From an optimization exercise on the open Yosys and OpenROAD flow, aimed at small area and few clock cycles per item; shortcuts taken in it are not production practice. Function was checked by simulation only, so behaviour that the tests miss may differ from the original. No activity file was given, so power comes from the tool's default toggle rates.

<file path="flow/run.sh">
#!/bin/bash
# synth_recipe.tcl (not shown) runs the flow's synth.tcl, then flattens the netlist and writes it again
# the make line also repeats each setting of config.mk as NAME=value (left out here)
make -C /OpenROAD-flow-scripts/flow DESIGN_CONFIG=/design/flow/config.mk WORK_HOME=/design/flow/orfs CLKGATE_MAP_FILE= SYNTH_SCRIPT=/design/flow/synth_recipe.tcl finish
</file>
<file path="flow/config.mk">
export PLATFORM = sky130hd
export DESIGN_NAME = transposed_fir_filter_top
export DESIGN_NICKNAME = transposed_fir_filter_top
export VERILOG_FILES = /design/flow/design.v
export SDC_FILE = /design/flow/constraint.sdc
export NUM_CORES = 4
export LEC_CHECK = 0
export CAP_MARGIN = 20
export CORE_MARGIN = 2
export CORE_UTILIZATION = 45
export PLACE_DENSITY = 0.6
export SLEW_MARGIN = 20
</file>
<file path="flow/constraint.sdc">
create_clock -name core_clock -period 8.5 [get_ports {aclk}]
set_input_delay 1.7000 -clock core_clock [delete_from_list [all_inputs] [get_ports {aclk}]]
set_output_delay 1.7000 -clock core_clock [all_outputs]
set_load 0.01 [all_outputs]
</file>
<file path="flow/design.v">
package tfir_pkg;
    localparam int MAX_ORDER_DEF   = 6;
    localparam int SAMPLE_BITS_DEF = 16;
    localparam int COEF_BITS       = 16;
    localparam int COEF_FRAC       = 15;
    localparam int ACC_BITS        = 40;
    localparam int ORDER_BITS      = 3;
    localparam int CFG_IDX_BITS    = 3;
    localparam int CFG_DATA_BITS   = 16;
    localparam logic [CFG_IDX_BITS-1:0] REG_FILTER_ORDER = 3'd0;
    localparam logic [CFG_IDX_BITS-1:0] REG_COEF_BASE    = 3'd1;
    typedef struct packed {
        logic load;
        logic update;
        logic active;
        logic tail;
    } cell_ctrl_t;
endpackage
module tfir_cell #(
    parameter int SAMPLE_BITS = tfir_pkg::SAMPLE_BITS_DEF
) (
    input  logic                                 aclk,
    input  logic                                 aresetn,
    input  tfir_pkg::cell_ctrl_t                 ctrl,
    input  logic signed [tfir_pkg::COEF_BITS-1:0] coef,
    input  logic signed [SAMPLE_BITS-1:0]        sample,
    input  logic signed [tfir_pkg::ACC_BITS-1:0] sum_in,
    output logic signed [tfir_pkg::ACC_BITS-1:0] sum_out
);
    localparam int PROD_W = SAMPLE_BITS + tfir_pkg::COEF_BITS;
    localparam int AW     = tfir_pkg::ACC_BITS;
    logic signed [PROD_W-1:0] prod_reg;
    logic signed [AW-1:0]     sum_reg;
    logic signed [AW-1:0]     sum_next;
    always_ff @(posedge aclk) begin
        if (ctrl.load) begin
            prod_reg <= coef * sample;
        end
    end
    always_comb begin
        if (ctrl.active) begin
            sum_next = AW'(prod_reg) + (ctrl.tail ? sum_in : '0);
        end else begin
            sum_next = '0;
        end
    end
    always_ff @(posedge aclk) begin
        if (!aresetn) begin
            sum_reg <= '0;
        end else if (ctrl.update) begin
            sum_reg <= sum_next;
        end
    end
    assign sum_out = sum_reg;
endmodule
module tfir_out #(
    parameter int SAMPLE_BITS = tfir_pkg::SAMPLE_BITS_DEF
) (
    input  logic                                 aclk,
    input  logic                                 aresetn,
    input  logic                                 in_valid,
    output logic                                 in_ready,
    input  logic signed [tfir_pkg::ACC_BITS-1:0] acc,
    input  logic                                 frame_end,
    output logic                                 m_valid,
    input  logic                                 m_ready,
    output logic signed [SAMPLE_BITS-1:0]        m_sample_out,
    output logic                                 m_clipped,
    output logic                                 m_frame_end_out
);
    localparam int AW = tfir_pkg::ACC_BITS;
    localparam int FR = tfir_pkg::COEF_FRAC;
    localparam int RW = AW + 1 - FR;
    localparam logic signed [RW-1:0] MAXV = RW'((64'sd1 <<< (SAMPLE_BITS - 1)) - 64'sd1);
    localparam logic signed [RW-1:0] MINV = RW'(-(64'sd1 <<< (SAMPLE_BITS - 1)));
    logic                          valid_reg;
    logic signed [SAMPLE_BITS-1:0] sample_reg;
    logic                          clip_reg;
    logic                          frame_reg;
    logic signed [AW:0]            biased;
    logic signed [RW-1:0]          rounded;
    logic signed [SAMPLE_BITS-1:0] sample_next;
    logic                          clip_next;
    assign in_ready = !valid_reg || m_ready;
    always_comb begin
        biased  = (AW+1)'(acc) + (AW+1)'(64'sd1 <<< (FR - 1));
        rounded = RW'(biased >>> FR);
        if (rounded > MAXV) begin
            sample_next = SAMPLE_BITS'(MAXV);
            clip_next   = 1'b1;
        end else if (rounded < MINV) begin
            sample_next = SAMPLE_BITS'(MINV);
            clip_next   = 1'b1;
        end else begin
            sample_next = rounded[SAMPLE_BITS-1:0];
            clip_next   = 1'b0;
        end
    end
    always_ff @(posedge aclk) begin
        if (!aresetn) begin
            valid_reg <= 1'b0;
        end else if (in_ready) begin
            valid_reg <= in_valid;
        end
    end
    always_ff @(posedge aclk) begin
        if (in_valid && in_ready) begin
            sample_reg <= sample_next;
            clip_reg   <= clip_next;
            frame_reg  <= frame_end;
        end
    end
    assign m_valid         = valid_reg;
    assign m_sample_out    = sample_reg;
    assign m_clipped       = clip_reg;
    assign m_frame_end_out = frame_reg;
endmodule
module transposed_fir_filter_top #(
    parameter int MAX_ORDER   = tfir_pkg::MAX_ORDER_DEF,
    parameter int SAMPLE_BITS = tfir_pkg::SAMPLE_BITS_DEF
) (
    input  logic                                      aclk,
    input  logic                                      aresetn,
    input  logic                                      cfg_valid,
    output logic                                      cfg_ready,
    input  logic [tfir_pkg::CFG_IDX_BITS-1:0]         cfg_index,
    input  logic [tfir_pkg::CFG_DATA_BITS-1:0]        cfg_data,
    input  logic                                      s_valid,
    output logic                                      s_ready,
    input  logic signed [SAMPLE_BITS-1:0]             s_sample_in,
    input  logic                                      s_frame_end_in,
    output logic                                      m_valid,
    input  logic                                      m_ready,
    output logic signed [SAMPLE_BITS-1:0]             m_sample_out,
    output logic                                      m_clipped,
    output logic                                      m_frame_end_out
);
    localparam int AW     = tfir_pkg::ACC_BITS;
    localparam int CW     = tfir_pkg::COEF_BITS;
    localparam int OW     = tfir_pkg::ORDER_BITS;
    localparam int IW     = tfir_pkg::CFG_IDX_BITS;
    localparam int PROD_W = SAMPLE_BITS + CW;
    logic [OW-1:0]           order_reg;
    logic [OW-1:0]           order_eff;
    logic signed [CW-1:0]    coef_reg [MAX_ORDER+1];
    logic                    p_valid_reg;
    logic                    p_frame_reg;
    logic signed [PROD_W-1:0] prod0_reg;
    logic                    a_valid_reg;
    logic                    a_frame_reg;
    logic signed [AW-1:0]    acc_reg;
    logic signed [AW-1:0]    acc_next;
    logic                    out_ready;
    logic                    a_adv;
    logic                    p_adv;
    logic                    load_en;
    logic                    upd_en;
    logic signed [AW-1:0]    sums   [MAX_ORDER];
    logic signed [AW-1:0]    sum_in [MAX_ORDER];
    assign cfg_ready = 1'b1;
    always_ff @(posedge aclk) begin
        if (!aresetn) begin
            order_reg <= '0;
        end else if (cfg_valid && cfg_index == tfir_pkg::REG_FILTER_ORDER) begin
            order_reg <= cfg_data[OW-1:0];
        end
    end
    for (genvar j = 0; j <= MAX_ORDER; j++) begin : g_coef
        always_ff @(posedge aclk) begin
            if (!aresetn) begin
                coef_reg[j] <= '0;
            end else if (cfg_valid && cfg_index == tfir_pkg::REG_COEF_BASE + IW'(j)) begin
                coef_reg[j] <= cfg_data[CW-1:0];
            end
        end
    end
    assign order_eff = (order_reg > OW'(MAX_ORDER)) ? OW'(MAX_ORDER) : order_reg;
    assign a_adv   = !a_valid_reg || out_ready;
    assign p_adv   = !p_valid_reg || a_adv;
    assign s_ready = p_adv;
    assign load_en = s_valid && s_ready;
    assign upd_en  = p_valid_reg && a_adv;
    always_ff @(posedge aclk) begin
        if (!aresetn) begin
            p_valid_reg <= 1'b0;
            a_valid_reg <= 1'b0;
        end else begin
            if (p_adv) begin
                p_valid_reg <= s_valid;
            end
            if (a_adv) begin
                a_valid_reg <= p_valid_reg;
            end
        end
    end
    always_ff @(posedge aclk) begin
        if (load_en) begin
            prod0_reg   <= coef_reg[0] * s_sample_in;
            p_frame_reg <= s_frame_end_in;
        end
    end
    assign acc_next = AW'(prod0_reg) + ((order_eff != '0) ? sums[0] : '0);
    always_ff @(posedge aclk) begin
        if (upd_en) begin
            acc_reg     <= acc_next;
            a_frame_reg <= p_frame_reg;
        end
    end
    for (genvar i = 0; i < MAX_ORDER; i++) begin : g_cell
        if (i == MAX_ORDER - 1) begin : g_last
            assign sum_in[i] = '0;
        end else begin : g_mid
            assign sum_in[i] = sums[i+1];
        end
        tfir_pkg::cell_ctrl_t ctrl;
        assign ctrl = {load_en, upd_en, (order_eff > OW'(i)), (order_eff > OW'(i + 1))};
        tfir_cell #(
            .SAMPLE_BITS(SAMPLE_BITS)
        ) u_cell (
            .aclk    (aclk),
            .aresetn (aresetn),
            .ctrl    (ctrl),
            .coef    (coef_reg[i+1]),
            .sample  (s_sample_in),
            .sum_in  (sum_in[i]),
            .sum_out (sums[i])
        );
    end
    tfir_out #(
        .SAMPLE_BITS(SAMPLE_BITS)
    ) u_out (
        .aclk            (aclk),
        .aresetn         (aresetn),
        .in_valid        (a_valid_reg),
        .in_ready        (out_ready),
        .acc             (acc_reg),
        .frame_end       (a_frame_reg),
        .m_valid         (m_valid),
        .m_ready         (m_ready),
        .m_sample_out    (m_sample_out),
        .m_clipped       (m_clipped),
        .m_frame_end_out (m_frame_end_out)
    );
endmodule
</file>
==> run summary <==
## stage by stage
step / hold slack (ps) / total power [mW] / util, % / instance area, µm²
CTS: 420 / 12.2 / 48.8 / 109000
floorplan: 400 / 6.80 / - / 101000
finish: 418 / 12.1 / 48.8 / 109000
global route: 435 / 12.8 / 48.8 / 109000
global placement: 403 / 8.46 / 47.6 / 106000
detailed placement: 407 / 8.53 / 47.6 / 106000
## cell families (layout without fill, tap and decap cells)
group / Yosys count / count (layout) / synth area share, %
other: 1 / 7 / 0.00372
AO/OA/AOI/OAI: 1433 / 1433 / 9.36
flip-flops: 620 / 620 / 15.0
multiplexers: 7 / 7 / 0.0707
adder cells (fa/ha/maj): 2640 / 2640 / 46.4
XOR/XNOR: 460 / 460 / 3.99
buffers and inverters: 2516 / 2526 / 9.36
AND/OR/NAND/NOR: 3203 / 3203 / 15.8
## how the worst max path moves through the flow
stage	to	slack [ps]	from
after floorplan	g_cell[3].u_cell.prod_reg[30]$_DFFE_PP_	390	s_sample_in[7]
after global placement	g_cell[0].u_cell.prod_reg[31]$_DFFE_PP_	-110	s_sample_in[2]
after detailed placement	g_cell[0].u_cell.prod_reg[31]$_DFFE_PP_	-120	s_sample_in[2]
after CTS	g_cell[0].u_cell.prod_reg[31]$_DFFE_PP_	700	s_sample_in[2]
after global routing	g_cell[0].u_cell.prod_reg[31]$_DFFE_PP_	330	s_sample_in[2]
final	g_cell[0].u_cell.prod_reg[31]$_DFFE_PP_	620	s_sample_in[2]
## power breakdown
group	internal, mW	leakage, nW	switching (mW)	total [mW]
clock	2.05	1.35	1.55	3.61
sequential	3.51	5.49	0.303	3.81
combinational	1.86	47.0	2.79	4.65
total	7.42	53.8	4.65	12.1
## routing by layer
layer / vias up / track usage (%) / routed length [µm]
met2: 1930 / 41.3 / 133000
met5: - / 0 / 23
met1: 37200 / 33.5 / 120000
met3: 468 / 4.25 / 18100
li1: 33600 / - / -
met4: 4 / 10.7 / 13800
## cells in the final DEF, fill, tap and decap left out, types with 37 or more instances in the layout
cell / count
a21boi_0: 174
a21o_1: 213
a21oi_1: 353
a22oi_1: 70
a31oi_1: 37
and2_1: 1031
and3_1: 61
buf_4: 244
clkbuf_16: 84
clkdlybuf4s50_1: 43
dfxtp_1: 349
edfxtp_1: 270
fa_1: 1839
ha_1: 801
inv_1: 2059
nand2_1: 1307
nand2b_1: 85
nand3_1: 126
nand4_1: 39
nor2_1: 249
nor2b_1: 162
nor3_1: 60
o21a_1: 50
o21ai_0: 254
o21bai_1: 65
xnor2_1: 314
xor2_1: 146
## worst reg2reg max path: stages (launching register included)
cell	delay, ps
dfxtp_1	840
nand2_1	190
fa_1	550
fa_1	520
fa_1	520
inv_1	60
fa_1	490
fa_1	510
inv_1	50
fa_1	470
inv_1	40
ha_1	280
a21o_1	170
a21o_1	170
a21oi_1	160
o211ai_1	130
a311o_1	380
a21oi_1	180
o21ai_0	150
o41ai_1	560
o21bai_1	120
a21oi_1	190
xnor2_1	90
## area by class of cell
class                      count  area, µm²  area share, %
inverter                    2061       7740           7.13
clock buffer                 105       2250           2.07
multi-input combinational   7744      76400           70.3
timing repair buffer         318       2870           2.64
tap                         2975       3720           3.43
antenna                        6       15.0         0.0138
clock inverter                42        499          0.460
sequential                   620      15100           13.9
==> results by group <==
STA
  – Post-layout minimum cycle time: slightly below 8000 ps
  – Achievable clock frequency: about 0.13 GHz
  – Final hold viol count: 0
  – Slew Viols, Final: 0
  – RSZ-0062 raised after global routing: false
  – Clock skew: 30.7 ps
  – Setup TNS: 0 ps
  – Setup ws final: between 600 and 700 ps
  – Tcrit/Tclk final: 92.7%
  – Worst-Margin Slew: around 1100 ps
  – Final setup vio count: 0
  – Max_slew headroom: between 20% and 30%

Clock tree
  – Clock Path Buffers: 3
  – Post-cts resize count: 0
  – Reg clk slew, reported paths: approximately 50 ps
  – CTS hold repair buffers: 0
  – Clock tree sinks: between 600 and 700
  – TritonCTS clock tree: built
  – Clock latency at the later pin of the worst-skew pair: between 700 and 800 ps
  – Post-CTS Setup Bufs: 0
  – CTS Root Cell: clkbuf_16
  – CTS H-tree lvls: 3
  – Number of CTS-inserted buffers: 80

Synthesis
  – Mapped Area: 101000 µm²
  – Number of enable flip-flop cells after synthesis: 270
  – Yosys warning count: 8
  – Share of the synthesized area in the top cell type: between 30% and 40%
  – Synth Flop Type: dfxtp_1
  – Cell taking the most area after synthesis: fa_1
  – Sequential share of the synthesized area: roughly 15%
  – Ys async rst share: 0%
  – Most frequent cell after synthesis: inv_1
  – Synth top area cells: fa_1 (36%), ha_1 (9.9%), edfxtp_1 (8.0%)
  – Most frequent cells after synthesis: inv_1 (2060), fa_1 (1839), nand2_1 (1308)
  – Syn Area/Cell: 9.28 µm²
  – Post-synth net total: around 14k
  – Gate Count Post-Synth: between 10k and 15k
  – Post-synth cell types: between 80 and 90
  – Seq cells post-synth: a little over 600

Drt
  – Antenna Nets Post-Route: 0
  – Final WL: between 200 and 300 mm
  – DRC viols: 0
  – Wire length per cell: 20.5 µm
  – Vias per inst: roughly 5.3
  – DRT Pass-1 Iters: 6
  – Vias post-DR: around 73k
  – Initial DRC count: roughly 5.1k

Cells and area
  – Number of flip-flops in the largest register: 232
  – Area growth, synth to finish: 7.64%
  – Post-Layout Cell Count: between 10k and 15k
  – Nets: 13.5k
  – Fillers: 20.9k
  – Layout cells sized above 1: 4.25%

Worst hold path
  – Path type of the worst min-delay path: flop to flop
  – Hold Path End: a_frame_reg$_DFFE_PP_
  – Hold Path Origin: p_frame_reg$_DFFE_PP_
  – Cells on Worst Hold Path: 0

GRT
  – Pin count of the biggest net entering global routing: between 100 and 150
  – First-pass GRT wire length: between 400 and 500 mm
  – GRT Residual Overflow: 0
  – Initial antenna violation count: 15
  – GRT Overall Usage: between 20% and 30%
  – Vias in the first global route: approximately 80k

Worst setup path
  – Startpoint Class: input port
  – Critical Path AT: about 8300 ps
  – Worst r2r path cells: 22
  – Delay-heaviest family, CP: adder cells
  – Reg2reg setup slack: between 1000 and 1500 ps
  – Reg2reg end: g_cell[0].u_cell.prod_reg[31]$_DFFE_PP_
  – Critical Path RT: ~9000 ps
  – Crit-path most repeated cell: fa_1
  – CP peak stage delay: around 560 ps
  – Critical-path cell list: buf_4, buf_12, nand2_1, fa_1, fa_1, fa_1, inv_1, fa_1, fa_1, inv_1, fa_1, inv_1, ha_1, a21o_1, a21o_1, a21oi_1, o211ai_1, a311o_1, a21oi_1, o21ai_0, o41ai_1, o21bai_1, a21oi_1, xnor2_1
  – Crit-path slowest cell: o41ai_1
  – Crit path depth: 24
  – Buf/Inv on CP: 5
  – Setup crit end kind: flop
  – Critical R2R Launch: coef_reg[1][11]$_SDFFE_PN0P_
  – CP max FO: 24
  – WS Path Type: input port to flop

Floorplanning
  – Die Width: ~480 µm
  – Core area: about 220000 µm²
  – Io pins: 62
  – Initial Util: 45.4%
  – DIE AREA: about 230000 µm²
  – Row cnt: roughly 170
  – Die Height: approximately 480 µm

Pwr
  – Pwr dens: ~110 nW/µm²
  – Leakage power total: 53.8 nW
  – Worst ir drop on vdd: approximately 0.00015 V

Placement
  – Detail Placement HPWL: 230 mm
  – Worst slack, placed: -120 ps
  – Port buffer count: 60
  – Dpl cells: between 10k and 15k
  – Placer Congestion: around 0.92

Run
  – Max-capacitance violation count: 0

Run status
  – Status: timing/DRC/antenna clean
Testbench counts, summed over its fixed seeds: cycles 16,352, items 16,000.

## what the ideal ports hide
The results above use ideal ports. As a check the final layout listed here was re-extracted and re-timed, cells and wires unchanged.
Step 1 assumes that a clkbuf_16 drives the clock port and a buf_2 every other input.
Step 2 adds t to the input delays and takes it off the output delays; t is the mean of the earliest and latest rising clock arrival at the registers after step 1. Input paths then give back, and output paths get back, about the clock's delay inside the block.
a / b / c = ideal ports / drivers / drivers and shift; a / b = the first two.
t, ns: 0.826
setup slack, ns: 0.618 / 0.600 / -0.226
clock arrival spread, ns: 0.034 / 0.034
With both steps, setup timing fails in this run, where it was met with ideal ports. The setup slack of this run moves by -0.018 ns with the drivers and by -0.844 ns with both steps.
